Context: an optimization exercise on an open-source flow, tuned for small area. The choices shown serve that exercise and are no tape-out recipe.
In this exercise RTL edits were held to simulation tests only and were not proved equivalent to the original.
No activity file was given, so power comes from the tool's default toggle rates.

### flow/flow/run.sh
#!/bin/bash
# Standard layout, with port buffers of the smallest buffer and no dummy clock loads.
set -e
export BUFFER_PORTS_ARGS="-buffer_cell sky130_fd_sc_hd__buf_1"
export CTS_ARGS="-sink_clustering_enable -repair_clock_nets -dont_use_dummy_load -sink_clustering_size 19 -sink_clustering_max_diameter 60 -buf_list sky130_fd_sc_hd__clkbuf_8"
bash standard.sh > standard.log 2>&1
### flow/standard.sh
#!/bin/bash
# synth_recipe.tcl (not shown) runs the flow's synth.tcl, then flattens the netlist and writes it again
# the make line also repeats each setting of config.mk as NAME=value (left out here)
make -C /OpenROAD-flow-scripts/flow DESIGN_CONFIG=/design/flow/config.mk WORK_HOME=/design/flow/orfs CLKGATE_MAP_FILE= SYNTH_SCRIPT=/design/flow/synth_recipe.tcl "${@:-finish}"
### flow/config.mk
export PLATFORM = sky130hd
export DESIGN_NAME = console_buffer
export DESIGN_NICKNAME = console_buffer
export VERILOG_FILES = /design/flow/design.v
export SDC_FILE = /design/flow/constraint.sdc
export NUM_CORES = 4
export LEC_CHECK = 0
export CAP_MARGIN = 20
export CORE_MARGIN = 2
export CORE_UTILIZATION = 75
export CTS_BUF_LIST = sky130_fd_sc_hd__clkbuf_8
export CTS_CLUSTER_DIAMETER = 60
export CTS_CLUSTER_SIZE = 16
export SLEW_MARGIN = 20
export SYNTH_MEMORY_MAX_BITS = 4096
### flow/constraint.sdc
create_clock -name core_clock -period 5.0 [get_ports {clk}]
set_input_delay 1.0000 -clock core_clock [delete_from_list [all_inputs] [get_ports {clk}]]
set_output_delay 1.0000 -clock core_clock [all_outputs]
set_load 0.01 [all_outputs]
### flow/design.v
package console_geom_pkg;
  localparam int LINE_WIDTH   = 16;   
  localparam int SCREEN_LINES = 4;    
  localparam int FONT_ROWS    = 2;    
  localparam int BUF_LINES    = 16;
  localparam int COL_BITS     = 4;
  localparam int LINE_BITS    = 4;
  localparam int ADDR_BITS    = 8;    
  localparam int MAX_TAB      = 7;    
  typedef logic [LINE_BITS-1:0] line_idx_t;   
  typedef logic [COL_BITS-1:0]  col_idx_t;    
  typedef struct packed {
    line_idx_t line;
    col_idx_t  col;
  } line_col_t;
  typedef union packed {
    logic [ADDR_BITS-1:0] flat;
    line_col_t            lc;
  } buf_addr_u;
endpackage
package console_code_pkg;
  localparam logic [7:0] BS_CODE    = 8'h08;   
  localparam logic [7:0] HT_CODE    = 8'h09;   
  localparam logic [7:0] LF_CODE    = 8'h0A;   
  localparam logic [7:0] CR_CODE    = 8'h0D;   
  localparam logic [7:0] DEL_CODE   = 8'h7F;   
  localparam logic [7:0] CTRL_LIMIT = 8'd32;   
  localparam logic [7:0] BLANK_CHAR = 8'h00;   
  typedef enum logic [2:0] {
    op_print,
    op_backspace,
    op_newline,     
    op_tab
  } write_op_e;
  typedef struct packed {
    write_op_e  op;
    logic [7:0] ch;
  } write_cmd_t;
endpackage
`timescale 1ns/1ns
module char_decoder (
  input  logic       clk,
  input  logic       i_char_stb,
  input  logic [7:0] i_char,
  input  logic       i_alt_func_en,   
  input  logic       i_rdy,           
  output logic       o_keep,          
  output logic       o_cmd_ctrl,      
  output logic [7:0] o_cmd_ch
);
  logic ctrl;    
  always_comb begin
    ctrl   = 1'b0;
    o_keep = 1'b1;
    if (!i_alt_func_en) begin
      ctrl   = (i_char == console_code_pkg::BS_CODE) || (i_char == console_code_pkg::HT_CODE) ||
               (i_char == console_code_pkg::LF_CODE) || (i_char == console_code_pkg::CR_CODE);
      o_keep = !(((i_char < console_code_pkg::CTRL_LIMIT) && !ctrl) ||
                 (i_char == console_code_pkg::DEL_CODE));
    end
  end
  always_ff @(posedge clk) begin
    if (i_rdy) begin
      o_cmd_ch <= i_char;
    end
  end
  always_ff @(posedge clk) begin
    o_cmd_ctrl <= ctrl;
  end
endmodule
`timescale 1ns/1ns
module cursor_writer (
  input  logic       clk,
  input  logic       rst,
  input  logic       i_char_stb,
  input  logic       i_keep,         
  input  logic       i_cmd_ctrl,
  input  logic [7:0] i_cmd_ch,
  input  logic [2:0] i_tab_count,
  input  logic       i_clear_screen_stb,
  input  logic       i_reader_busy,
  output logic       o_rdy,          
  output logic       o_busy,
  output logic       o_we,           
  output logic [3:0] o_wr_col,
  output logic [7:0] o_wr_data,
  output logic       o_move,         
  output logic [1:0] o_move_slot,
  output logic       o_hist_clear,
  output logic       o_sat,          
  output logic [1:0] o_line,         
  output logic [1:0] o_slot,         
  output logic       o_line_clear    
);
  typedef enum logic [2:0] {
    st_idle,
    st_cmd,
    st_print,
    st_backspace,
    st_pad_line,     
    st_clear_line,   
    st_tab,
    st_clear_all
  } wr_state_e;
  wr_state_e  state;
  logic [3:0] line;     
  logic [3:0] col;
  logic [2:0] tab_cnt;
  logic       clear_req;
  logic       sat;      
  logic [1:0] slot;     
  logic       move_last;
  logic       col_last;
  logic       tab_nz;
  logic       new_line;
  logic       col_inc;
  logic       start_clear;
  assign col_last = (col == 4'd15);
  assign tab_nz   = (tab_cnt != 3'd0);
  assign new_line = col_last && ((state == st_print) || (state == st_pad_line) ||
                                 ((state == st_tab) && tab_nz));
  assign col_inc = (state == st_print) || (state == st_pad_line) || (state == st_clear_line) ||
                   ((state == st_tab) && tab_nz) || (state == st_clear_all);
  assign start_clear = (state == st_idle) && clear_req && !i_reader_busy;
  assign o_rdy        = (state == st_idle) && !clear_req;
  assign o_busy       = ((state != st_idle) && (state != st_cmd)) || ((state == st_idle) && clear_req);
  assign o_we         = (col_inc && (state != st_clear_line)) || (state == st_backspace);
  assign o_wr_col     = col;
  assign o_wr_data    = (state == st_print) ? i_cmd_ch : console_code_pkg::BLANK_CHAR;
  assign o_line_clear = (state == st_clear_line);
  assign o_hist_clear = (state == st_clear_all);
  assign o_sat        = sat;
  assign o_line       = line[1:0];
  assign o_slot       = slot;
  assign o_move      = ((state == st_clear_line) && (col != 4'd0)) || move_last;
  assign o_move_slot = (slot == 2'd0) ? 2'd2 : slot - 2'd1;
  always_ff @(posedge clk) begin
    move_last <= (state == st_clear_line) && col_last;
  end
  always_ff @(posedge clk) begin
    if (rst) begin
      state     <= st_clear_all;   
      line      <= '0;
      col       <= '0;
      clear_req <= 1'b0;
    end else begin
      if (col_inc) begin
        col <= col + 4'd1;
      end
      if (col_inc && col_last && (state != st_clear_line)) begin
        line <= line + 4'd1;
      end
      case (state)
        st_idle: begin
          if (o_rdy) begin
            if (i_char_stb && i_keep) begin
              state <= st_cmd;
            end
          end else if (start_clear) begin
            clear_req <= 1'b0;
            line      <= '0;
            col       <= '0;
            state     <= st_clear_all;
          end
        end
        st_cmd: begin
          if (!i_cmd_ctrl) begin
            state <= st_print;
          end else begin
            case (i_cmd_ch[2:0])
              3'd0: begin   
                if (col != 4'd0) begin
                  col <= col - 4'd1;
                end
                state <= st_backspace;
              end
              3'd1:    state <= st_tab;
              default: state <= st_pad_line;   
            endcase
          end
        end
        st_print:      state <= st_idle;
        st_backspace:  state <= st_idle;
        st_clear_line: if (col_last) state <= st_idle;
        st_tab:        if (!tab_nz) state <= st_idle;
        st_clear_all:  if ((line == 4'd15) && col_last) state <= st_idle;
        default: ;
      endcase
      if (new_line) begin
        state <= st_clear_line;
      end
      if (i_clear_screen_stb) begin
        clear_req <= 1'b1;
      end
    end
  end
  always_ff @(posedge clk) begin
    if (state == st_cmd) begin
      tab_cnt <= i_tab_count;
    end else begin
      tab_cnt <= tab_cnt - 3'd1;
    end
  end
  always_ff @(posedge clk) begin
    if (rst || (state == st_clear_all)) begin
      sat  <= 1'b0;
      slot <= 2'd0;
    end else if (new_line) begin
      if (line[1:0] == 2'd3) begin
        sat <= 1'b1;
      end
      slot <= (slot == 2'd2) ? 2'd0 : slot + 2'd1;
    end
  end
endmodule
`timescale 1ns/1ns
module char_ram (
  input  logic       clk,
  input  logic       rst,
  input  logic       i_we,         
  input  logic [3:0] i_wr_col,
  input  logic [7:0] i_wr_data,
  input  logic       i_move,       
  input  logic [1:0] i_move_slot,
  input  logic       i_hist_clear,  
  input  logic [3:0] i_rd_col,      
  output logic [3:0] o_turn,
  input  logic [2:0] i_rd_src,     
  output logic [7:0] o_rd_data
);
  logic [7:0]  cur [16];
  logic [7:0]  hist [3][16];
  logic [3:0]  turn;
  logic [3:0]  cur_col;
  logic [3:0]  hist_col;
  logic [7:0]  row_d [4];   
  logic [7:0]  cur_d;
  logic [7:0]  rd;
  always_ff @(posedge clk) begin
    if (rst) begin
      turn <= '0;
    end else begin
      turn <= turn + 4'd1;
    end
  end
  assign o_turn = turn;
  always_ff @(posedge clk) begin
    if (i_move) begin
      cur[i_rd_col] <= console_code_pkg::BLANK_CHAR;
    end else if (i_we) begin
      cur[i_wr_col] <= i_wr_data;
    end
  end
  assign cur_col  = i_rd_col;
  assign hist_col = i_rd_col - turn;   
  always_comb begin
    logic [7:0] quad [4];
    logic [3:0] c;
    for (int k = 0; k < 4; k++) begin
      c = (k == 3) ? cur_col : hist_col;
      for (int q = 0; q < 4; q++) begin
        quad[q] = '0;
        for (int i = 0; i < 4; i++) begin
          quad[q] |= ((k == 3) ? cur[q*4 + i] : hist[k][q*4 + i]) & {8{c[1:0] == i[1:0]}};
        end
      end
      row_d[k] = '0;
      for (int q = 0; q < 4; q++) row_d[k] |= quad[q] & {8{c[3:2] == q[1:0]}};
    end
  end
  assign cur_d = row_d[3];
  always_ff @(posedge clk) begin
    for (int k = 0; k < 3; k++) begin
      for (int i = 0; i < 15; i++) begin
        hist[k][i] <= hist[k][i+1];
      end
      if (i_hist_clear) begin
        hist[k][15] <= console_code_pkg::BLANK_CHAR;
      end else if (i_move && (i_move_slot == k[1:0])) begin
        hist[k][15] <= cur_d;
      end else begin
        hist[k][15] <= hist[k][0];
      end
    end
  end
  always_comb begin
    case (i_rd_src)
      3'd0:    rd = row_d[0];
      3'd1:    rd = row_d[1];
      3'd2:    rd = row_d[2];
      3'd3:    rd = row_d[3];
      default: rd = console_code_pkg::BLANK_CHAR;
    endcase
  end
  always_ff @(posedge clk) begin
    o_rd_data <= rd;
  end
endmodule
`timescale 1ns/1ns
module frame_reader (
  input  logic       clk,
  input  logic       rst,
  input  logic       i_read_frame_stb,
  input  logic       i_char_req_en,   
  input  logic       i_writer_busy,
  input  logic       i_sat,          
  input  logic [1:0] i_line,         
  input  logic [1:0] i_slot,         
  input  logic       i_line_clear,    
  input  logic [3:0] i_turn,
  output logic       o_busy,
  output logic [3:0] o_rd_col,       
  output logic [2:0] o_rd_src,       
  output logic       o_char_rdy
);
  typedef enum logic [1:0] {
    rd_idle,
    rd_wait_writer,
    rd_setup,
    rd_request
  } rd_state_e;
  rd_state_e  state;
  logic [6:0] pos;      
  logic       req_hit;
  logic       in_delay;
  logic       rdy_d1;   
  assign in_delay = (state == rd_request) && rdy_d1;
  assign req_hit  = (state == rd_request) && !rdy_d1 && i_char_req_en && !i_line_clear;
  assign o_busy   = (state == rd_setup) || (state == rd_request);
  always_ff @(posedge clk) begin
    if (rst) begin
      state      <= rd_idle;
      rdy_d1     <= 1'b0;
      o_char_rdy <= 1'b0;
    end else begin
      rdy_d1     <= req_hit;
      o_char_rdy <= rdy_d1;
      case (state)
        rd_wait_writer: if (!i_writer_busy) state <= rd_setup;   
        rd_setup:       state <= rd_request;
        rd_request:     if (in_delay && (pos == 7'd127)) state <= rd_idle;   
        default: ;
      endcase
      if (i_read_frame_stb) begin
        state <= rd_wait_writer;   
      end
    end
  end
  always_ff @(posedge clk) begin
    if (state == rd_wait_writer) begin
      pos <= '0;
    end else if (in_delay) begin
      pos <= pos + 7'd1;
    end
  end
  logic [1:0] scr;    
  logic [2:0] src;
  logic [2:0] sum;
  assign scr = pos[6:5];
  assign sum = {1'b0, i_slot} + {1'b0, scr} + 3'd3;   
  always_comb begin
    if (i_sat) begin
      if (scr == 2'd3) begin
        src = 3'd3;
      end else begin
        src = (sum >= 3'd6) ? sum - 3'd6 : sum - 3'd3;
      end
    end else if (scr == i_line) begin
      src = 3'd3;
    end else if (scr < i_line) begin
      src = {1'b0, scr};   
    end else begin
      src = 3'd4;          
    end
  end
  always_ff @(posedge clk) begin
    o_rd_col <= i_line_clear ? i_turn + 4'd1 : pos[3:0];
    o_rd_src <= src;
  end
endmodule
`timescale 1ns/1ns
module console_buffer (
  input  logic       clk,
  input  logic       rst,
  input  logic       i_char_stb,
  input  logic [7:0] i_char,
  input  logic       i_alt_func_en,
  input  logic [2:0] i_tab_count,
  input  logic       i_clear_screen_stb,
  output logic       o_wr_char_rdy,
  input  logic       i_read_frame_stb,
  input  logic       i_char_req_en,
  output logic       o_char_rdy,
  output logic [7:0] o_char
);
  logic       keep;
  logic       rdy;
  logic       cmd_ctrl;
  logic [7:0] cmd_ch;
  logic       writer_busy;
  logic       reader_busy;
  logic       we;
  logic [3:0] wr_col;
  logic [7:0] wr_data;
  logic       move;
  logic [1:0] move_slot;
  logic       hist_clear;
  logic       sat;
  logic [1:0] cur_line;
  logic [1:0] cur_slot;
  logic [3:0] rd_col;
  logic [3:0] turn;
  logic [2:0] rd_src;
  logic       line_clear;
  char_decoder u_char_decoder (
    .clk(clk),
    .i_char_stb(i_char_stb), .i_char(i_char), .i_alt_func_en(i_alt_func_en),
    .i_rdy(rdy),
    .o_keep(keep), .o_cmd_ctrl(cmd_ctrl), .o_cmd_ch(cmd_ch)
  );
  assign o_wr_char_rdy = rdy;
  cursor_writer u_cursor_writer (
    .clk(clk), .rst(rst),
    .i_char_stb(i_char_stb), .i_keep(keep), .i_cmd_ctrl(cmd_ctrl), .i_cmd_ch(cmd_ch), .i_tab_count(i_tab_count),
    .i_clear_screen_stb(i_clear_screen_stb), .i_reader_busy(reader_busy),
    .o_rdy(rdy), .o_busy(writer_busy), .o_we(we), .o_wr_col(wr_col), .o_wr_data(wr_data),
    .o_move(move), .o_move_slot(move_slot), .o_hist_clear(hist_clear),
    .o_sat(sat), .o_line(cur_line), .o_slot(cur_slot), .o_line_clear(line_clear)
  );
  char_ram u_char_ram (
    .clk(clk), .rst(rst), .i_we(we), .i_wr_col(wr_col), .i_wr_data(wr_data),
    .i_move(move), .i_move_slot(move_slot), .i_hist_clear(hist_clear),
    .i_rd_col(rd_col), .o_turn(turn), .i_rd_src(rd_src), .o_rd_data(o_char)
  );
  frame_reader u_frame_reader (
    .clk(clk), .rst(rst),
    .i_read_frame_stb(i_read_frame_stb), .i_char_req_en(i_char_req_en),
    .i_writer_busy(writer_busy), .i_sat(sat), .i_line(cur_line), .i_slot(cur_slot),
    .i_line_clear(line_clear), .i_turn(turn),
    .o_busy(reader_busy), .o_rd_col(rd_col), .o_rd_src(rd_src), .o_char_rdy(o_char_rdy)
  );
endmodule
==> tab_implementation.tex, run 1 <==
\begin{tabular}{lr}
\hline
Metric & Value \\
\hline
\multicolumn{2}{l}{\textbf{Run status}} \\
Result of the run & complete, no violations \\
\multicolumn{2}{l}{\textbf{Hold path}} \\
Worst min-delay path endpoint & u\_char\_ram.hist[39][5] \\
Min-Delay Startpoint & u\_char\_ram.hist[40][5] \\
Worst hold path depth & 0 \\
Hold Path Class & flip-flop to flip-flop \\
\multicolumn{2}{l}{\textbf{Critical path}} \\
Worst endpoint required time & 5.44 ns \\
Count of cells along the worst register-to-register path & 9 \\
Highest cell delay on the worst timing path & between 1.5 and 2 ns \\
Kind of start point of the critical path & flip-flop \\
Capture instance of the worst register-to-register path & u\_char\_ram.o\_rd\_data[6] \\
Cell breakdown of the critical path & buf\_4 > inv\_1 > fa\_4 > buf\_4 > mux4\_2 > nand2\_1 > mux2i\_1 > a221oi\_1 > o211ai\_1 \\
Number of buffer and inverter stages on the critical path & 3 \\
Highest fanout seen on the critical path & 68 \\
Cell with the most instances on the worst path & buf\_4 \\
CP max stage cell & fa\_4 \\
Kind of critical path & flip-flop to flip-flop \\
Worst reg2reg setup slack & a little over 1 ns \\
Arrival @ worst endpoint & between 4 and 5 ns \\
Critical path endpoint category & flip-flop \\
Top cell family by delay on the critical path & adder cells \\
Source of the worst register-to-register timing path & u\_frame\_reader.o\_rd\_col[1] \\
\multicolumn{2}{l}{\textbf{Route}} \\
Initial detailed-routing violation count & 970 \\
Avg WL per Cell & roughly 22 um \\
TritonRoute pass-1 iters & 5 \\
Total Routed Length & 35.1 mm \\
Number of vias per cell & 6.31 \\
DRC violation count after routing & 0 \\
Total number of vias & roughly 10000 \\
Number of nets with antenna violations after routing & 0 \\
\multicolumn{2}{l}{\textbf{Yosys}} \\
Share of Yosys cell area claimed by the top area cell type & 0.456 \\
Yosys warns & 7 \\
Synthesized netlist net count & 1290 \\
Commonest cells post-synth & 434 x dfxtp\_1, 136 x edfxtp\_1, 131 x mux4\_2 \\
EDFF count, synth & 136 \\
Leading post-synthesis cells by cell area & dfxtp\_1 46\%, edfxtp\_1 21\%, mux4\_2 15\% \\
Number of distinct library cell variants in the gate-level netlist after synthesis & 57 \\
Sequential area share after synthesis & 0.670 \\
Top cell type by total area after synthesis & dfxtp\_1 \\
Cells after synthesis & 1248 \\
Register bit count reported by yosys & 570 \\
Post-synthesis instance area & 19100 sq um \\
Async SR Flop Fraction & 0 \\
Average footprint of a synthesized cell & 15.3 sq um \\
Most repeated cell in the gate-level netlist after synthesis & dfxtp\_1 \\
Most used flip-flop cell after synthesis & dfxtp\_1 \\
\multicolumn{2}{l}{\textbf{Clock network}} \\
Library cell used as clock root buffer & clkbuf\_8 \\
Number of sinks handled by clock tree synthesis & 570 \\
Post-cts sizing count & 0 \\
CTS Buf Count & 38 \\
Number of H-tree levels & 2 \\
Hold buffer count at cts & 0 \\
Clock latency reported for the late side of the worst-skew pair & about 0.58 ns \\
Total setup buffers inserted after CTS & 0 \\
Clk buf depth & 3 \\
Clock input transition at the sequential cells of the worst setup and hold paths & 0.11 ns \\
CTS tree & built \\
\multicolumn{2}{l}{\textbf{Placement}} \\
Post-detail-place hpwl & 23.3 mm \\
Number of buffers added on ports & 27 \\
Placer Congestion & just under 0.8 \\
\multicolumn{2}{l}{\textbf{Final layout}} \\
Area growth from synthesis to final layout & 4.99\% \\
Layout Nets & between 1000 and 1500 \\
Fraction of layout instances using a drive strength above 1 & 0.164 \\
Core occupancy in the finished layout & 0.797 \\
Total area of multi-input combinational cells & 6000 sq um \\
Fillcell total & between 1000 and 1500 \\
Storage cell area & 12800 sq um \\
Antenna diode instance count & 0 \\
\multicolumn{2}{l}{\textbf{Die}} \\
Starting utilization of the core area & 0.760 \\
Vertical extent of the die & approximately 160 um \\
Number of cell rows & between 50 and 60 \\
Core area & 25100 sq um \\
Ports & 28 \\
Die footprint & 26700 sq um \\
Die X-Extent & 163 um \\
\multicolumn{2}{l}{\textbf{Timing}} \\
Share of the clock period used by the worst path after layout & 0.797 \\
Final setup violation count & 0 \\
Crit path time final & about 4.0 ns \\
Final hold vios & 0 \\
Setup TNS Final & 0 ns \\
Final Max Slew Viols & 0 \\
Maximum frequency from static timing analysis & 0.251 GHz \\
Setup repair after global routing missed its margin & no \\
Worst-case clock skew & 0.0536 ns \\
Slew headroom & 0.306 \\
Actual slew at the worst max-slew pin & 1.04 ns \\
\multicolumn{2}{l}{\textbf{GRT}} \\
GRT Util Overall & 0.273 \\
First-pass GRT wire length & 55.3 mm \\
Number of antenna violations at the first check in global routing & 0 \\
Via count of the first global-routing pass & 10300 \\
Grt ovf & 0 \\
Pin count of the biggest net entering global routing & 69 \\
\multicolumn{2}{l}{\textbf{Power and ir drop}} \\
Total power & 9380 uW \\
IR Drop Worst-Case VDD & roughly 420 uV \\
Total power density per cell area & 469 nW/um\^{}2 \\
Leakage power & 0.00706 uW \\
\multicolumn{2}{l}{\textbf{Flow run}} \\
Maximum Capacitance Violations & 0 \\
\hline
\end{tabular}
[sequential cells by signal (all words and copies together) (netlist names), 3 cells and up]
name / count
u_frame_reader.o_rd_src: 3
u_cursor_writer.tab_cnt: 3
u_char_decoder.o_cmd_ch: 8
u_char_ram.turn: 4
u_char_ram.hist: 384
u_frame_reader.pos: 7
u_char_ram.cur: 128
u_cursor_writer.line: 4
u_cursor_writer.col: 4
u_cursor_writer.state: 3
u_char_ram.o_rd_data: 8
u_frame_reader.o_rd_col: 4
[where the power goes]
part / total, uW / switching, uW / internal [uW]
Sequential: 5330 / 205 / 5120
Combinational: 2070 / 1190 / 878
Clock: 1990 / 1300 / 689
Total: 9380 / 2700 / 6690
[final cells by class]
cell class | count | area share
Sequential cell | 570 | 0.638
Multi-Input combinational cell | 590 | 0.299
Clock buffer | 38 | 0.0261
Tap cell | 330 | 0.0206
Timing Repair Buffer | 41 | 0.0109
Inverter | 26 | 0.00487
[metrics by stage]
step / hold WS [ns] / std cells / setup WS (ns) / area [sq um]
detailed placement: 0.330 / 1557 / 0.971 / 19500
global route: 0.309 / 1595 / 0.808 / 20000
global placement: 0.324 / 1557 / 1.03 / 19500
floorplan: 0.323 / 1248 / 0.738 / 19100
finish: 0.306 / 1595 / 1.02 / 20000
CTS: 0.309 / 1595 / 0.957 / 20000
[routing by layer]
layer,GRT usage,up-vias,share of wire
met5,0,-,0
met3,0.0401,72,0.048
met1,0.380,5081,0.43
li1,-,4635,-
met2,0.451,281,0.49
met4,0.0889,0,0.029
[layout by cell type, fill, tap and decap left out, types with 8 or more instances in the layout]
cell type / n
a21oi_1: 52
a22oi_1: 10
a31oi_1: 8
and2_1: 10
buf_1: 27
buf_4: 13
clkbuf_8: 38
dfxtp_1: 433
edfxtp_1: 136
ha_1: 21
inv_1: 26
mux2_2: 10
mux2i_1: 35
mux4_2: 131
nand2_1: 77
nand3_1: 29
nor2_1: 57
nor2b_1: 11
nor3_1: 14
o21ai_0: 25
o22ai_1: 8
xnor2_1: 10
[logic make-up after synthesis]
logic type | after synthesis | synth area share
AOI/OAI and AO/OA | 140 | 0.0459
xor gates and xnor gates | 17 | 0.00781
adders and majority gates | 24 | 0.0165
buffers and inverters | 88 | 0.0196
DFF | 570 | 0.670
muxes | 180 | 0.184
and+or+nand+nor | 229 | 0.0559
[worst reg2reg max path, delay by kind of cell (launching register included)]
family	cells	cell delay, ns
muxes	2	0.40
and+or+nand+nor	1	0.10
adders and majority gates	1	1.56
AOI/OAI and AO/OA	2	0.48
DFF	1	0.36
buffers and inverters	3	0.96
[worst max path at each step]
stage | from | end | slack, ns | cells after the start
floorplan | u_frame_reader.o_rd_col[1] | u_char_ram.o_rd_data[0] | 0.74 | 13
global placement | u_frame_reader.o_rd_col[2] | u_char_ram.o_rd_data[7] | 1.03 | 9
detailed placement | u_frame_reader.o_rd_col[1] | u_char_ram.o_rd_data[6] | 0.97 | 9
CTS | u_frame_reader.o_rd_col[1] | u_char_ram.o_rd_data[6] | 0.96 | 9
global route | u_frame_reader.o_rd_col[1] | u_char_ram.o_rd_data[6] | 0.81 | 9
finish | u_frame_reader.o_rd_col[1] | u_char_ram.o_rd_data[6] | 1.02 | 9
==> run 2: changes to the inputs <==
--- a/flow/config.mk
+++ b/flow/config.mk
@@ -9,3 +9,3 @@
 export CORE_MARGIN = 2
-export CORE_UTILIZATION = 75
+export CORE_UTILIZATION = 45
 export CTS_BUF_LIST = sky130_fd_sc_hd__clkbuf_8
==> run 2 against run 1 <==
Utilization down 31 points. Via count shrank 2.2%. Cell count rose by 13%. Routed wire length rose by 2.9%. Sequential power barely moved. Critical path depth fell by 1. Register-to-register slack improved by 0.30 ns. Combinational power about the same. Highest routed layer unchanged. Clock power is 2% higher. Still clean. Power increased by 0.57%. Die area increased by 65%. Largest cell class unchanged. Synthesized area unchanged.
==> tab_implementation.tex, run 2 <==
\begin{tabular}{lr}
\hline
Metric & Value \\
\hline
\multicolumn{2}{l}{\textbf{Yosys}} \\
Synth Area in Compound Gates & 0.0459 \\
Main combinational cell family by area after synthesis & multiplexers \\
Top cell type by total area after synthesis & dfxtp\_1 \\
Average footprint of a synthesized cell & 15.3 sq um \\
Most repeated cell in the gate-level netlist after synthesis & dfxtp\_1 \\
Post-synthesis xor/xnor area fraction & 0.00781 \\
Async SR Flop Fraction & 0 \\
Register bit count reported by yosys & 570 \\
Adder-cell share of the synthesized area & 0.0165 \\
Post-synthesis instance area & approximately 19000 sq um \\
Mux cell area share after synthesis & 0.184 \\
Sequential area share after synthesis & 0.670 \\
Yosys warns & 7 \\
Commonest cells post-synth & 434 x dfxtp\_1, 136 x edfxtp\_1, 131 x mux4\_2 \\
Most used flip-flop cell after synthesis & dfxtp\_1 \\
EDFF count, synth & 136 \\
Cells after synthesis & between 1000 and 1500 \\
Share of Yosys cell area claimed by the top area cell type & 0.456 \\
Area share of and/or/nand/nor cells after synthesis & 0.0559 \\
Leading post-synthesis cells by cell area & dfxtp\_1 46\%, edfxtp\_1 21\%, mux4\_2 15\% \\
Synthesized netlist net count & around 1300 \\
Number of distinct library cell variants in the gate-level netlist after synthesis & between 50 and 60 \\
\multicolumn{2}{l}{\textbf{Hold path}} \\
Worst hold path depth & 0 \\
Hold Path Class & flip-flop to flip-flop \\
Min-Delay Startpoint & u\_char\_ram.hist[4][7] \\
Worst min-delay path endpoint & u\_char\_ram.hist[3][7] \\
\multicolumn{2}{l}{\textbf{Critical path}} \\
Kind of critical path & flip-flop to flip-flop \\
Source of the worst register-to-register timing path & u\_frame\_reader.o\_rd\_col[2] \\
Worst endpoint required time & about 5.5 ns \\
Kind of start point of the critical path & flip-flop \\
Count of cells along the worst register-to-register path & 8 \\
Arrival @ worst endpoint & between 4 and 5 ns \\
Highest fanout seen on the critical path & 25 \\
Critical path endpoint category & flip-flop \\
Capture instance of the worst register-to-register path & u\_char\_ram.o\_rd\_data[7] \\
Worst reg2reg setup slack & 1.32 ns \\
\multicolumn{2}{l}{\textbf{Placement}} \\
Placement-stage cell area & 19700 sq um \\
Placer Congestion & 0.761 \\
Post-detail-place hpwl & between 20 and 25 mm \\
Number of buffers added on ports & 27 \\
\multicolumn{2}{l}{\textbf{GRT}} \\
Via count of the first global-routing pass & 10100 \\
Grt ovf & 0 \\
Pin count of the biggest net entering global routing & 43 \\
First-pass GRT wire length & a little under 60 mm \\
Number of antenna violations at the first check in global routing & 0 \\
GRT Util Overall & 0.168 \\
\multicolumn{2}{l}{\textbf{Final layout}} \\
Registers with the most flip-flops & u\_char\_ram.hist x384, u\_char\_ram.cur x128 \\
Commonest cells after routing, fill and taps aside & 433 x dfxtp\_1, 136 x edfxtp\_1, 131 x mux4\_2, 77 x nand2\_1, 57 x nor2\_1 \\
Antenna diode instance count & 0 \\
Max FFs per register & 384 \\
Area growth from synthesis to final layout & 6.35\% \\
Layout Nets & between 1000 and 1500 \\
Post-Layout Inst Area & about 20000 sq um \\
Biggest register & u\_char\_ram.hist \\
Most common cell after layout, fill and taps aside & dfxtp\_1 \\
Fraction of layout instances using a drive strength above 1 & 0.164 \\
\multicolumn{2}{l}{\textbf{Route}} \\
TritonRoute pass-1 iters & 4 \\
Total Routed Length & 36.1 mm \\
Initial detailed-routing violation count & 604 \\
Total length of routed met3 wires & approximately 1.5 mm \\
Wire length on met2 & $\sim$17 mm \\
DRC violation count after routing & 0 \\
Number of vias per cell & 5.45 \\
Topmost layer with routed signal wires & met4 \\
Sum of routed wire segments on met1 & 17.2 mm \\
Avg WL per Cell & approximately 20 um \\
Number of nets with antenna violations after routing & 0 \\
Total number of vias & 9849 \\
\multicolumn{2}{l}{\textbf{Timing}} \\
Final hold vios & 0 \\
Setup repair after global routing missed its margin & no \\
Actual slew at the worst max-slew pin & 1.05 ns \\
Maximum frequency from static timing analysis & 0.272 GHz \\
Final Max Slew Viols & 0 \\
Final setup violation count & 0 \\
Share of the clock period used by the worst path after layout & 0.736 \\
Setup TNS Final & 0 ns \\
Crit path time final & 3.68 ns \\
Slew headroom & 0.300 \\
Worst-case clock skew & 0.0607 ns \\
\multicolumn{2}{l}{\textbf{Power and ir drop}} \\
IR Drop Worst-Case VDD & 233 uV \\
Leakage power & 0.00707 uW \\
Total internal power & 6700 uW \\
Combinational power share & 0.220 \\
Sw Ratio & 0.290 \\
Clock share of power & 0.216 \\
Sequential power share & 0.564 \\
Total power & 9440 uW \\
Total net switching power & approximately 2700 uW \\
Total power density per cell area & 465 nW/um\^{}2 \\
\multicolumn{2}{l}{\textbf{Die}} \\
Die X-Extent & 210 um \\
Core area & 41900 sq um \\
Starting utilization of the core area & 0.456 \\
Die footprint & 44000 sq um \\
Number of cell rows & 75 \\
Vertical extent of the die & about 210 um \\
Ports & 28 \\
\multicolumn{2}{l}{\textbf{Clock network}} \\
Clock latency reported for the late side of the worst-skew pair & 0.59 ns \\
Total setup buffers inserted after CTS & 0 \\
CTS Buf Count & 39 \\
Clk buf depth & 3 \\
CTS tree & built \\
Clock input transition at the sequential cells of the worst setup and hold paths & 0.11 ns \\
Hold buffer count at cts & 0 \\
Number of H-tree levels & 2 \\
Post-cts sizing count & 0 \\
Library cell used as clock root buffer & clkbuf\_8 \\
Number of sinks handled by clock tree synthesis & 570 \\
\multicolumn{2}{l}{\textbf{Run status}} \\
Result of the run & complete, no violations \\
\multicolumn{2}{l}{\textbf{Flow run}} \\
Maximum Capacitance Violations & 0 \\
\hline
\end{tabular}
==> run 2: area by class of cell <==
type / count / area [sq um]
Inverter: 26 / 97.6
Sequential cell: 570 / 12800
Clock buffer: 39 / 537
Tap cell: 539 / 674
Timing Repair Buffer: 42 / 226
Multi-Input combinational cell: 590 / 5970
Fill cell: 3578 / 21600
==> run 2: cells by family after synthesis <==
| kind of cell | after synthesis |
|---|---|
| simple gates | 229 |
| fa+ha+maj | 24 |
| xor+xnor | 17 |
| flops | 570 |
| mux | 180 |
| compound gates | 140 |
| buf+inv | 88 |
==> run 2: power by group through the flow <==
stage	clock, uW	sequential, uW	combinational (uW)
6_report	2030	5320	2080
2_1_floorplan	0	5330	1590
5_1_grt	2300	5370	2260
3_5_place_dp	0	5430	2110
4_1_cts	2120	5320	2120
3_3_place_gp	0	5420	2090
==> run 2: how the worst max path moves through the flow <==
stage,startpoint,cells after the start,endpoint
2_1_floorplan,u_frame_reader.o_rd_col[1],13,u_char_ram.o_rd_data[0]
3_3_place_gp,u_frame_reader.o_rd_col[2],8,u_char_ram.o_rd_data[7]
3_5_place_dp,u_frame_reader.o_rd_col[2],8,u_char_ram.o_rd_data[7]
4_1_cts,u_frame_reader.o_rd_col[2],8,u_char_ram.o_rd_data[7]
5_1_grt,u_frame_reader.o_rd_col[2],8,u_char_ram.o_rd_data[7]
6_report,u_frame_reader.o_rd_col[2],8,u_char_ram.o_rd_data[7]
==> run 2: metal layers <==
metal / track usage / vias to the layer above
met5: 0 / -
met4: 0.0386 / 0
li1: - / 4642
met1: 0.240 / 5003
met3: 0.0299 / 44
met2: 0.271 / 160
==> run 2: through the flow <==
step	util	hold slack, ns	worst slack [ns]	std cells
after global placement	0.472	0.327	1.34	1767
after floorplan	-	0.323	0.738	1248
after global routing	0.485	0.323	1.13	1806
after CTS	0.484	0.318	1.31	1806
after detailed placement	0.472	0.329	1.32	1767
final	0.485	0.315	1.32	1806
==> run 2: worst max-delay path: stages (launching register included) <==
cell and delay (ns):
dfxtp_1 0.65, ha_1 0.39, a21oi_1 0.16, o21ai_0 0.16, xnor2_2 0.57, buf_4 0.52
mux2_2 0.39, a32o_1 0.25, or4_1 0.50
==> run 3: changes to the inputs <==
--- a/flow/config.mk
+++ b/flow/config.mk
@@ -9,3 +9,3 @@
 export CORE_MARGIN = 2
-export CORE_UTILIZATION = 45
+export CORE_UTILIZATION = 60
 export CTS_BUF_LIST = sky130_fd_sc_hd__clkbuf_8
==> run 3 against run 2 <==
Hold slack got worse by 0.0010 ns. Clock power about the same. Sequential power about the same. Setup slack improved by 0.17 ns. Synthesized area unchanged. Via count decreased by 0.54%. Critical path type unchanged. Combinational power about the same.
==> tab_implementation.tex, run 3 <==
\begin{tabular}{lr}
\hline
Metric & Value \\
\hline
\multicolumn{2}{l}{\textbf{Clock network}} \\
Clock latency reported for the late side of the worst-skew pair & between 0.5 and 0.6 ns \\
Post-cts sizing count & 0 \\
Clock input transition at the sequential cells of the worst setup and hold paths & 0.11 ns \\
CTS tree & built \\
Number of H-tree levels & 2 \\
CTS Buf Count & 39 \\
Number of sinks handled by clock tree synthesis & 570 \\
Hold buffer count at cts & 0 \\
Library cell used as clock root buffer & clkbuf\_8 \\
Total setup buffers inserted after CTS & 0 \\
Clk buf depth & 3 \\
\multicolumn{2}{l}{\textbf{Critical path}} \\
Kind of critical path & flip-flop to flip-flop \\
Top cell family by delay on the critical path & compound AO/OA/AOI/OAI gates \\
Worst endpoint required time & 5.42 ns \\
Cell with the most instances on the worst path & buf\_4 \\
Arrival @ worst endpoint & 3.93 ns \\
Cell breakdown of the critical path & ha\_1 > a21oi\_1 > o21ai\_0 > xnor2\_2 > buf\_4 > buf\_4 > mux2\_2 > a221oi\_1 > o211ai\_1 \\
Number of buffer and inverter stages on the critical path & 2 \\
Critical path endpoint category & flip-flop \\
Highest fanout seen on the critical path & 18 \\
CP max stage cell & dfxtp\_1 \\
Highest cell delay on the worst timing path & 0.64 ns \\
Kind of start point of the critical path & flip-flop \\
\multicolumn{2}{l}{\textbf{Flow run}} \\
Maximum Capacitance Violations & 0 \\
\multicolumn{2}{l}{\textbf{Power and ir drop}} \\
Leakage power & between 0.007 and 0.008 uW \\
Total power & 9380 uW \\
IR Drop Worst-Case VDD & 276 uV \\
Total power density per cell area & 466 nW/um\^{}2 \\
\multicolumn{2}{l}{\textbf{GRT}} \\
GRT Util Overall & 0.217 \\
Number of antenna violations at the first check in global routing & 0 \\
Grt ovf & 0 \\
Via count of the first global-routing pass & 10100 \\
First-pass GRT wire length & 56.0 mm \\
Pin count of the biggest net entering global routing & 67 \\
\multicolumn{2}{l}{\textbf{Yosys}} \\
Leading post-synthesis cells by cell area & dfxtp\_1 46\%, edfxtp\_1 21\%, mux4\_2 15\% \\
Async SR Flop Fraction & 0 \\
Register bit count reported by yosys & 570 \\
EDFF count, synth & 136 \\
Sequential area share after synthesis & 0.670 \\
Post-synthesis instance area & 19100 sq um \\
Most used flip-flop cell after synthesis & dfxtp\_1 \\
Average footprint of a synthesized cell & 15.3 sq um \\
Number of distinct library cell variants in the gate-level netlist after synthesis & 57 \\
Most repeated cell in the gate-level netlist after synthesis & dfxtp\_1 \\
Share of Yosys cell area claimed by the top area cell type & 0.456 \\
Cells after synthesis & 1248 \\
Top cell type by total area after synthesis & dfxtp\_1 \\
Yosys warns & 7 \\
Synthesized netlist net count & 1290 \\
Commonest cells post-synth & 434 x dfxtp\_1, 136 x edfxtp\_1, 131 x mux4\_2 \\
\multicolumn{2}{l}{\textbf{Timing}} \\
Crit path time final & 3.51 ns \\
Actual slew at the worst max-slew pin & 1.04 ns \\
Slew headroom & 0.310 \\
Share of the clock period used by the worst path after layout & 0.702 \\
Final Max Slew Viols & 0 \\
Setup TNS Final & 0 ns \\
Worst-case clock skew & 0.0566 ns \\
Final setup violation count & 0 \\
Final hold vios & 0 \\
Setup repair after global routing missed its margin & no \\
Maximum frequency from static timing analysis & between 0.2 and 0.3 GHz \\
\multicolumn{2}{l}{\textbf{Route}} \\
Total number of vias & 9796 \\
Number of vias per cell & 5.86 \\
Avg WL per Cell & between 20 and 25 um \\
Total Routed Length & 34.9 mm \\
TritonRoute pass-1 iters & 5 \\
Initial detailed-routing violation count & 530 \\
DRC violation count after routing & 0 \\
Number of nets with antenna violations after routing & 0 \\
\multicolumn{2}{l}{\textbf{Die}} \\
Core area & about 31000 sq um \\
Die footprint & 33200 sq um \\
Ports & 28 \\
Vertical extent of the die & approximately 180 um \\
Die X-Extent & $\sim$180 um \\
Starting utilization of the core area & 0.607 \\
Number of cell rows & 65 \\
\multicolumn{2}{l}{\textbf{Final layout}} \\
Storage cell area & 12800 sq um \\
Fraction of layout instances using a drive strength above 1 & 0.165 \\
Antenna diode instance count & 0 \\
Biggest register & u\_char\_ram.hist \\
Registers with the most flip-flops & u\_char\_ram.hist x384, u\_char\_ram.cur x128 \\
Fillcell total & 2349 \\
Layout Nets & 1313 \\
Area growth from synthesis to final layout & 5.50\% \\
Max FFs per register & 384 \\
Total area of multi-input combinational cells & 5970 sq um \\
Commonest cells after routing, fill and taps aside & 433 x dfxtp\_1, 136 x edfxtp\_1, 131 x mux4\_2, 77 x nand2\_1, 57 x nor2\_1 \\
Most common cell after layout, fill and taps aside & dfxtp\_1 \\
\multicolumn{2}{l}{\textbf{Placement}} \\
Number of buffers added on ports & 27 \\
Placer Congestion & 0.764 \\
Post-detail-place hpwl & between 20 and 25 mm \\
\multicolumn{2}{l}{\textbf{Hold path}} \\
Hold Path Class & flip-flop to flip-flop \\
\multicolumn{2}{l}{\textbf{Run status}} \\
Result of the run & complete, no violations \\
\hline
\end{tabular}
run 3: cell count changes in the layout (fill, tap and decap cells not counted):
cell and change:
buf_4 +2, and3_1 +1, and3_2 -1, buf_1 -1, clkbuf_2 +1, nor4_1 +1, nor4_2 -1
run 3: layout make-up:
class                           instances  share of cell area
Clock buffer                           39              0.0267
Inverter                               26             0.00485
Multi-Input combinational cell        590               0.297
Sequential cell                       570               0.635
Tap cell                              402              0.0250
Timing Repair Buffer                   44              0.0121
run 3: worst register-to-register path, delay by kind of cell, from the launching register on:
kind	cells	cell delay, ns
compound gates	4	0.83
mux	1	0.39
fa+ha+maj	1	0.39
buf+inv	2	0.66
xor+xnor	1	0.49
flops	1	0.64
run 3: logic make-up (layout without fill, tap and decap cells):
group	after synthesis	after routing	synth area share
flip-flops	570	570	0.670
AND/OR/NAND/NOR	229	229	0.0559
multiplexers	180	180	0.184
XOR/XNOR	17	17	0.00781
adder cells (fa/ha/maj)	24	24	0.0165
buffers and inverters	88	109	0.0196
AO/OA/AOI/OAI	140	140	0.0459
run 3: power by group:
group          internal, uW  leakage [uW]  switching (uW)
Clock                   706      0.000280            1300
Sequential             5120       0.00476             197
Combinational           882       0.00204            1170
run 3: per-stage QoR:
| stage | utilization | hold WS (ns) | setup WS [ns] | cells | instance area (sq um) |
|---|---|---|---|---|---|
| global route | 0.641 | 0.318 | 1.20 | 1671 | 20100 |
| CTS | 0.641 | 0.315 | 1.42 | 1671 | 20100 |
| global placement | 0.624 | 0.328 | 1.50 | 1632 | 19600 |
| floorplan | - | 0.323 | 0.738 | 1248 | 19100 |
| detailed placement | 0.624 | 0.330 | 1.44 | 1632 | 19600 |
| finish | 0.641 | 0.314 | 1.49 | 1671 | 20100 |
run 3: worst paths after layout:
| kind | slack [ns] | from | to | cells after the start |
|---|---|---|---|---|
| setup / recovery | 1.49 | u_frame_reader.o_rd_col[2] | u_char_ram.o_rd_data[6] | 9 |
| hold / removal | 0.31 | u_char_ram.hist[13][4] | u_char_ram.hist[12][4] | 0 |
| setup reg to reg | 1.49 | u_frame_reader.o_rd_col[2] | u_char_ram.o_rd_data[6] | 9 |
| hold reg to reg | 0.31 | u_char_ram.hist[13][4] | u_char_ram.hist[12][4] | 0 |
run 3: per-layer routing:
layer | wire (um) | GRT usage | up-vias
met5 | 0 | 0 | -
met4 | 630 | 0.0516 | 0
met3 | 1180 | 0.0291 | 54
met2 | 16700 | 0.359 | 155
met1 | 16400 | 0.309 | 4922
li1 | - | - | 4665
==> run 4: changes to the inputs <==
==> flow/flow/run.sh (replaced) <==
#!/bin/bash
# Standard layout, with port buffers of the smallest buffer and no dummy clock loads.
set -e
export BUFFER_PORTS_ARGS="-buffer_cell sky130_fd_sc_hd__buf_1"
export CTS_ARGS="-sink_clustering_enable -repair_clock_nets -dont_use_dummy_load -sink_clustering_size 21 -sink_clustering_max_diameter 60 -buf_list sky130_fd_sc_hd__clkbuf_8"
bash standard.sh > standard.log 2>&1
==> run 4 against run 3 <==
Register-to-register slack better by 0.04 ns. Synthesized cell count stayed put. Die area stayed put. Critical path type unchanged. Critical endpoint unchanged. Largest cell class unchanged.
==> tab_implementation.tex, run 4 <==
\begin{tabular}{lr}
\hline
Metric & Value \\
\hline
\multicolumn{2}{l}{\textbf{Final layout}} \\
Area growth from synthesis to final layout & 5.43\% \\
Core occupancy in the finished layout & 0.640 \\
Post-Layout Inst Area & between 20000 and 25000 sq um \\
Biggest register & u\_char\_ram.hist \\
Layout Nets & 1312 \\
Registers with the most flip-flops & u\_char\_ram.hist x384, u\_char\_ram.cur x128 \\
Most common cell after layout, fill and taps aside & dfxtp\_1 \\
Commonest cells after routing, fill and taps aside & 433 x dfxtp\_1, 136 x edfxtp\_1, 131 x mux4\_2, 77 x nand2\_1, 57 x nor2\_1 \\
Number of cells in the finished layout apart from fillers & 1670 \\
Fraction of layout instances using a drive strength above 1 & 0.164 \\
Max FFs per register & 384 \\
Antenna diode instance count & 0 \\
\multicolumn{2}{l}{\textbf{Die}} \\
Number of cell rows & 65 \\
Vertical extent of the die & about 180 um \\
Ports & 28 \\
Die X-Extent & 182 um \\
Core area & 31400 sq um \\
Starting utilization of the core area & 0.607 \\
Die footprint & 33200 sq um \\
\multicolumn{2}{l}{\textbf{Yosys}} \\
Commonest cells post-synth & 434 x dfxtp\_1, 136 x edfxtp\_1, 131 x mux4\_2 \\
Number of distinct library cell variants in the gate-level netlist after synthesis & 57 \\
Leading post-synthesis cells by cell area & dfxtp\_1 46\%, edfxtp\_1 21\%, mux4\_2 15\% \\
Post-synthesis instance area & between 15000 and 20000 sq um \\
Yosys warns & 7 \\
Most used flip-flop cell after synthesis & dfxtp\_1 \\
Register bit count reported by yosys & 570 \\
Share of Yosys cell area claimed by the top area cell type & 0.456 \\
Average footprint of a synthesized cell & 15.3 sq um \\
EDFF count, synth & 136 \\
Synthesized netlist net count & $\sim$1300 \\
Async SR Flop Fraction & 0 \\
Top cell type by total area after synthesis & dfxtp\_1 \\
Sequential area share after synthesis & 0.670 \\
Most repeated cell in the gate-level netlist after synthesis & dfxtp\_1 \\
Cells after synthesis & 1248 \\
\multicolumn{2}{l}{\textbf{Clock network}} \\
Number of sinks handled by clock tree synthesis & 570 \\
CTS Buf Count & 38 \\
Clk buf depth & 3 \\
Post-cts sizing count & 0 \\
Hold buffer count at cts & 0 \\
Total setup buffers inserted after CTS & 0 \\
Number of H-tree levels & 2 \\
CTS tree & built \\
Library cell used as clock root buffer & clkbuf\_8 \\
Clock input transition at the sequential cells of the worst setup and hold paths & 0.12 ns \\
Clock latency reported for the late side of the worst-skew pair & 0.59 ns \\
\multicolumn{2}{l}{\textbf{Critical path}} \\
Arrival @ worst endpoint & 3.93 ns \\
Worst endpoint required time & 5.46 ns \\
Cell breakdown of the critical path & ha\_1 > a21oi\_1 > o21ai\_0 > xnor2\_2 > buf\_4 > buf\_4 > mux2\_2 > a221oi\_1 > o211ai\_1 \\
Critical path endpoint category & flip-flop \\
CP max stage cell & dfxtp\_1 \\
Cell with the most instances on the worst path & buf\_4 \\
Worst reg2reg setup slack & 1.53 ns \\
Highest fanout seen on the critical path & 18 \\
Kind of start point of the critical path & flip-flop \\
Highest cell delay on the worst timing path & 0.64 ns \\
Kind of critical path & flip-flop to flip-flop \\
\multicolumn{2}{l}{\textbf{Power and ir drop}} \\
Total net switching power & 2660 uW \\
Total internal power & $\sim$6700 uW \\
Sequential power share & 0.569 \\
Total power density per cell area & $\sim$470 nW/um\^{}2 \\
Combinational power share & 0.219 \\
Leakage power & 0.00707 uW \\
Sw Ratio & 0.284 \\
Clock share of power & 0.212 \\
IR Drop Worst-Case VDD & between 200 and 300 uV \\
\multicolumn{2}{l}{\textbf{Route}} \\
Initial detailed-routing violation count & 492 \\
TritonRoute pass-1 iters & 5 \\
Total Routed Length & 34.8 mm \\
Total number of vias & between 9000 and 10000 \\
Avg WL per Cell & 20.8 um \\
Number of vias per cell & 5.84 \\
Number of nets with antenna violations after routing & 0 \\
DRC violation count after routing & 0 \\
\multicolumn{2}{l}{\textbf{Placement}} \\
Number of placed instances with taps included & around 1600 \\
Placer Congestion & 0.764 \\
Number of buffers added on ports & 27 \\
Post-placement worst setup slack & 1.44 ns \\
Post-detail-place hpwl & 22.6 mm \\
Placement-stage cell area & 19600 sq um \\
\multicolumn{2}{l}{\textbf{Timing}} \\
Worst-case clock skew & 0.0617 ns \\
Final Max Slew Viols & 0 \\
Maximum frequency from static timing analysis & 0.288 GHz \\
Crit path time final & 3.47 ns \\
Actual slew at the worst max-slew pin & 1.05 ns \\
Setup slack of the critical path after layout & 1.53 ns \\
Share of the clock period used by the worst path after layout & 0.694 \\
Setup repair after global routing missed its margin & no \\
Final setup violation count & 0 \\
Final hold vios & 0 \\
Slew headroom & 0.299 \\
Setup TNS Final & 0 ns \\
\multicolumn{2}{l}{\textbf{GRT}} \\
Pin count of the biggest net entering global routing & 67 \\
GRT Util Overall & 0.216 \\
Number of antenna violations at the first check in global routing & 0 \\
Grt ovf & 0 \\
First-pass GRT wire length & $\sim$56 mm \\
Via count of the first global-routing pass & 10100 \\
\multicolumn{2}{l}{\textbf{Flow run}} \\
Maximum Capacitance Violations & 0 \\
\multicolumn{2}{l}{\textbf{Run status}} \\
Result of the run & complete, no violations \\
\multicolumn{2}{l}{\textbf{Hold path}} \\
Hold Path Class & flip-flop to flip-flop \\
\hline
\end{tabular}
-- run 4: cell counts after synthesis --
No cell type changed its count.
-- run 4: path summary, 6_finish.rpt --
kind,cells past startpoint,startpoint,endpoint
setup reg to reg,9,u_frame_reader.o_rd_col[2],u_char_ram.o_rd_data[6]
hold reg to reg,0,u_char_ram.hist[33][0],u_char_ram.hist[32][0]
setup / recovery,9,u_frame_reader.o_rd_col[2],u_char_ram.o_rd_data[6]
hold / removal,0,u_char_ram.hist[33][0],u_char_ram.hist[32][0]
-- run 4: layer usage --
layer	share of wire	GRT usage	vias to the layer above
met5	0	0	-
met4	0.020	0.0545	0
met3	0.028	0.0281	48
met2	0.48	0.359	125
met1	0.48	0.308	4921
li1	-	-	4662
-- run 4: logic make-up after synthesis --
group           count (synthesis)  share of synthesized area
compound gates                140                     0.0459
xor+xnor                       17                    0.00781
fa+ha+maj                      24                     0.0165
buf+inv                        88                     0.0196
flops                         570                      0.670
mux                           180                      0.184
simple gates                  229                     0.0559
-- run 4: worst max-delay path, delay by kind of cell, from the launching register on --
family	cells	cell delay, ns
AOI/OAI and AO/OA	4	0.83
buffers and inverters	2	0.66
DFF	1	0.64
xor gates and xnor gates	1	0.49
adders and majority gates	1	0.39
muxes	1	0.38
-- run 4: power groups by stage --
stage	clock (uW)	sequential, uW	combinational [uW]
floorplan	0	5330	1590
global placement	0	5420	2080
detailed placement	0	5420	2090
CTS	2060	5320	2090
global route	2200	5360	2230
finish	1980	5320	2050
-- run 4: stage by stage --
| stage | hold WS, ns | power (uW) |
|---|---|---|
| global placement | 0.328 | 7490 |
| detailed placement | 0.330 | 7510 |
| floorplan | 0.323 | 6920 |
| CTS | 0.318 | 9470 |
| global route | 0.317 | 9800 |
| finish | 0.307 | 9350 |
-- run 4: layout make-up --
| cell class | instances | area, sq um |
|---|---|---|
| multi-input combinational | 590 | 5970 |
| fill | 2336 | 11300 |
| timing repair buffer | 44 | 243 |
| clock buffer | 38 | 523 |
| sequential | 570 | 12800 |
| inverter | 26 | 97.6 |
| tap | 402 | 503 |
==> run 5: changes to the inputs <==
==> flow/flow/run.sh (replaced) <==
#!/bin/bash
# Standard layout, with port buffers of the smallest buffer and no dummy clock loads.
set -e
export BUFFER_PORTS_ARGS="-buffer_cell sky130_fd_sc_hd__buf_1"
export CTS_ARGS="-sink_clustering_enable -repair_clock_nets -dont_use_dummy_load -sink_clustering_size 19 -sink_clustering_max_diameter 90 -buf_list sky130_fd_sc_hd__clkbuf_8"
bash standard.sh > standard.log 2>&1
==> run 5 against run 4 <==
Sequential power about the same. Power shrank 0.66%. Non-clock buffer count did not move. Maximum frequency barely moved. Global-route usage barely moved. Clock power fell by 3%. Register-to-register slack about the same. Largest cell class unchanged. Largest power group unchanged. Highest routed layer unchanged.
==> tab_implementation.tex, run 5 <==
\begin{tabular}{lr}
\hline
Metric & Value \\
\hline
\multicolumn{2}{l}{\textbf{Die}} \\
Core area & between 30000 and 40000 sq um \\
Die X-Extent & 182 um \\
Ports & 28 \\
Vertical extent of the die & 182 um \\
Starting utilization of the core area & 0.607 \\
Number of cell rows & 65 \\
Die footprint & 33200 sq um \\
\multicolumn{2}{l}{\textbf{Critical path}} \\
Cell breakdown of the critical path & ha\_1 > a21oi\_1 > o21ai\_0 > xnor2\_2 > buf\_4 > buf\_4 > mux2\_2 > a221oi\_1 > o211ai\_1 \\
Top cell family by delay on the critical path & compound AO/OA/AOI/OAI gates \\
Kind of critical path & flip-flop to flip-flop \\
Cell with the most instances on the worst path & buf\_4 \\
CP max stage cell & dfxtp\_1 \\
Highest fanout seen on the critical path & 18 \\
Arrival @ worst endpoint & 3.91 ns \\
Number of buffer and inverter stages on the critical path & 2 \\
Worst endpoint required time & approximately 5.4 ns \\
Kind of start point of the critical path & flip-flop \\
Highest cell delay on the worst timing path & 0.65 ns \\
Critical path endpoint category & flip-flop \\
\multicolumn{2}{l}{\textbf{Yosys}} \\
Synthesized netlist net count & 1290 \\
Sequential area share after synthesis & 0.670 \\
Top cell type by total area after synthesis & dfxtp\_1 \\
Register bit count reported by yosys & 570 \\
Cells after synthesis & around 1200 \\
Post-synthesis instance area & between 15000 and 20000 sq um \\
Yosys warns & 7 \\
Leading post-synthesis cells by cell area & dfxtp\_1 46\%, edfxtp\_1 21\%, mux4\_2 15\% \\
Number of distinct library cell variants in the gate-level netlist after synthesis & 57 \\
Most repeated cell in the gate-level netlist after synthesis & dfxtp\_1 \\
Share of Yosys cell area claimed by the top area cell type & 0.456 \\
Average footprint of a synthesized cell & 15.3 sq um \\
EDFF count, synth & 136 \\
Commonest cells post-synth & 434 x dfxtp\_1, 136 x edfxtp\_1, 131 x mux4\_2 \\
Most used flip-flop cell after synthesis & dfxtp\_1 \\
Async SR Flop Fraction & 0 \\
\multicolumn{2}{l}{\textbf{Placement}} \\
Post-detail-place hpwl & approximately 23 mm \\
Post-placement worst setup slack & $\sim$1.4 ns \\
Placer Congestion & roughly 0.76 \\
Number of buffers added on ports & 27 \\
\multicolumn{2}{l}{\textbf{Timing}} \\
Slew headroom & 0.316 \\
Worst-case clock skew & 0.0723 ns \\
Setup TNS Final & 0 ns \\
Final Max Slew Viols & 0 \\
Share of the clock period used by the worst path after layout & 0.694 \\
Final setup violation count & 0 \\
Final hold vios & 0 \\
Setup repair after global routing missed its margin & no \\
Setup slack of the critical path after layout & 1.53 ns \\
Crit path time final & 3.47 ns \\
Actual slew at the worst max-slew pin & roughly 1.0 ns \\
Maximum frequency from static timing analysis & 0.288 GHz \\
\multicolumn{2}{l}{\textbf{Clock network}} \\
Number of sinks handled by clock tree synthesis & 570 \\
Post-cts sizing count & 0 \\
Clock input transition at the sequential cells of the worst setup and hold paths & between 0.1 and 0.15 ns \\
Clk buf depth & 3 \\
Library cell used as clock root buffer & clkbuf\_8 \\
Number of H-tree levels & 2 \\
Hold buffer count at cts & 0 \\
Total setup buffers inserted after CTS & 0 \\
CTS tree & built \\
Clock latency reported for the late side of the worst-skew pair & 0.58 ns \\
CTS Buf Count & 35 \\
\multicolumn{2}{l}{\textbf{Route}} \\
DRC violation count after routing & 0 \\
Total number of vias & 9758 \\
Avg WL per Cell & approximately 21 um \\
TritonRoute pass-1 iters & 5 \\
Number of vias per cell & 5.85 \\
Total Routed Length & 34.7 mm \\
Initial detailed-routing violation count & around 550 \\
Number of nets with antenna violations after routing & 0 \\
\multicolumn{2}{l}{\textbf{GRT}} \\
Grt ovf & 0 \\
Via count of the first global-routing pass & around 10000 \\
Pin count of the biggest net entering global routing & 67 \\
First-pass GRT wire length & 56.0 mm \\
Number of antenna violations at the first check in global routing & 0 \\
GRT Util Overall & 0.217 \\
\multicolumn{2}{l}{\textbf{Final layout}} \\
Antenna diode instance count & 0 \\
Registers with the most flip-flops & u\_char\_ram.hist x384, u\_char\_ram.cur x128 \\
Commonest cells after routing, fill and taps aside & 433 x dfxtp\_1, 136 x edfxtp\_1, 131 x mux4\_2, 77 x nand2\_1, 57 x nor2\_1 \\
Biggest register & u\_char\_ram.hist \\
Most common cell after layout, fill and taps aside & dfxtp\_1 \\
Max FFs per register & between 300 and 400 \\
Fraction of layout instances using a drive strength above 1 & 0.162 \\
Fillcell total & 2358 \\
Layout Nets & 1309 \\
Area growth from synthesis to final layout & 5.21\% \\
\multicolumn{2}{l}{\textbf{Hold path}} \\
Hold Path Class & flip-flop to flip-flop \\
\multicolumn{2}{l}{\textbf{Flow run}} \\
Maximum Capacitance Violations & 0 \\
\multicolumn{2}{l}{\textbf{Power and ir drop}} \\
Leakage power & between 0.007 and 0.008 uW \\
IR Drop Worst-Case VDD & 359 uV \\
Total power density per cell area & 463 nW/um\^{}2 \\
\multicolumn{2}{l}{\textbf{Run status}} \\
Result of the run & complete, no violations \\
\hline
\end{tabular}
==> run 5: cell counts after synthesis <==
No cell type changed its count.
==> run 5: power breakdown <==
group | switching [uW] | internal (uW)
clock network | 1280 | 637
registers | 198 | 5120
logic | 1170 | 882
total | 2650 | 6640
==> run 5: metrics by stage <==
step	instance area (sq um)	util	instances	total power, uW	hold slack [ns]
3_3_place_gp	19600	0.624	1632	7490	0.328
2_1_floorplan	19100	-	1248	6920	0.323
3_5_place_dp	19600	0.624	1632	7510	0.330
5_1_grt	20100	0.639	1667	9740	0.304
6_report	20100	0.639	1667	9290	0.286
4_1_cts	20100	0.639	1667	9410	0.287
==> run 5: cells by family (layout without fill, tap and decap cells) <==
logic type | Yosys count | after routing | synth area share
AOI/OAI and AO/OA | 140 | 140 | 0.0459
xor gates and xnor gates | 17 | 17 | 0.00781
adders and majority gates | 24 | 24 | 0.0165
buffers and inverters | 88 | 105 | 0.0196
DFF | 570 | 570 | 0.670
muxes | 180 | 180 | 0.184
and+or+nand+nor | 229 | 229 | 0.0559
==> run 5: final cells by class <==
cell class / instances / area (sq um) / area share
Sequential cell: 570 / 12800 / 0.637
Tap cell: 402 / 503 / 0.0251
Multi-Input combinational cell: 590 / 5970 / 0.297
Timing Repair Buffer: 44 / 243 / 0.0121
Clock buffer: 35 / 482 / 0.0240
Inverter: 26 / 97.6 / 0.00486
==> run 5: metal layers <==
metal | vias to the layer above | GRT usage | wire [um]
met4 | 0 | 0.0513 | 738
met5 | - | 0 | 0
met2 | 137 | 0.359 | 16500
met3 | 43 | 0.0281 | 1140
met1 | 4930 | 0.310 | 16400
li1 | 4648 | - | -
==> run 5: worst register-to-register path, delay by kind of cell (launching register included) <==
family          cells  cell delay (ns)
compound gates      4             0.82
xor+xnor            1             0.49
fa+ha+maj           1             0.39
buf+inv             2             0.66
flops               1             0.65
mux                 1             0.39
==> run 5: worst paths after layout <==
check	startpoint	to	slack, ns	cells after the start
worst max-delay path	u_frame_reader.o_rd_col[2]	u_char_ram.o_rd_data[6]	1.53	9
worst min-delay path	u_char_ram.hist[35][7]	u_char_ram.hist[34][7]	0.29	0
worst max register to register	u_frame_reader.o_rd_col[2]	u_char_ram.o_rd_data[6]	1.53	9
worst min register to register	u_char_ram.hist[35][7]	u_char_ram.hist[34][7]	0.29	0

==> port drivers added, routing unchanged <==
In the flow no input, the clock included, has a driving cell. The finished layouts below were timed again as built, in two steps.
Step 1 (the two cells are an assumption about what drives the block):
set clk [get_ports {clk}]
set_driving_cell -lib_cell sky130_fd_sc_hd__clkbuf_16 $clk
set_driving_cell -lib_cell sky130_fd_sc_hd__buf_2 [delete_from_list [all_inputs] $clk]
Step 2 also shifts input and output timing later by t, the mid clock arrival at the registers, as if the neighbouring blocks saw the same clock.
Slacks: no drivers / after step 1 / after step 2; pairs: no drivers / after step 1.
run	t, ns	slack for setup (ns)	worst setup path at the end	latest minus earliest clock arrival (ns)
run 1	0.603	1.017 / 1.017 / 1.017	register to register	0.055 / 0.055
run 2	0.609	1.318 / 1.318 / 1.318	register to register	0.064 / 0.064
run 3	0.599	1.490 / 1.490 / 1.490	register to register	0.057 / 0.057
run 4	0.607	1.529 / 1.529 / 1.529	register to register	0.062 / 0.062
run 5	0.590	1.532 / 1.532 / 1.532	register to register	0.073 / 0.073
After both steps every run listed still meets setup and hold.
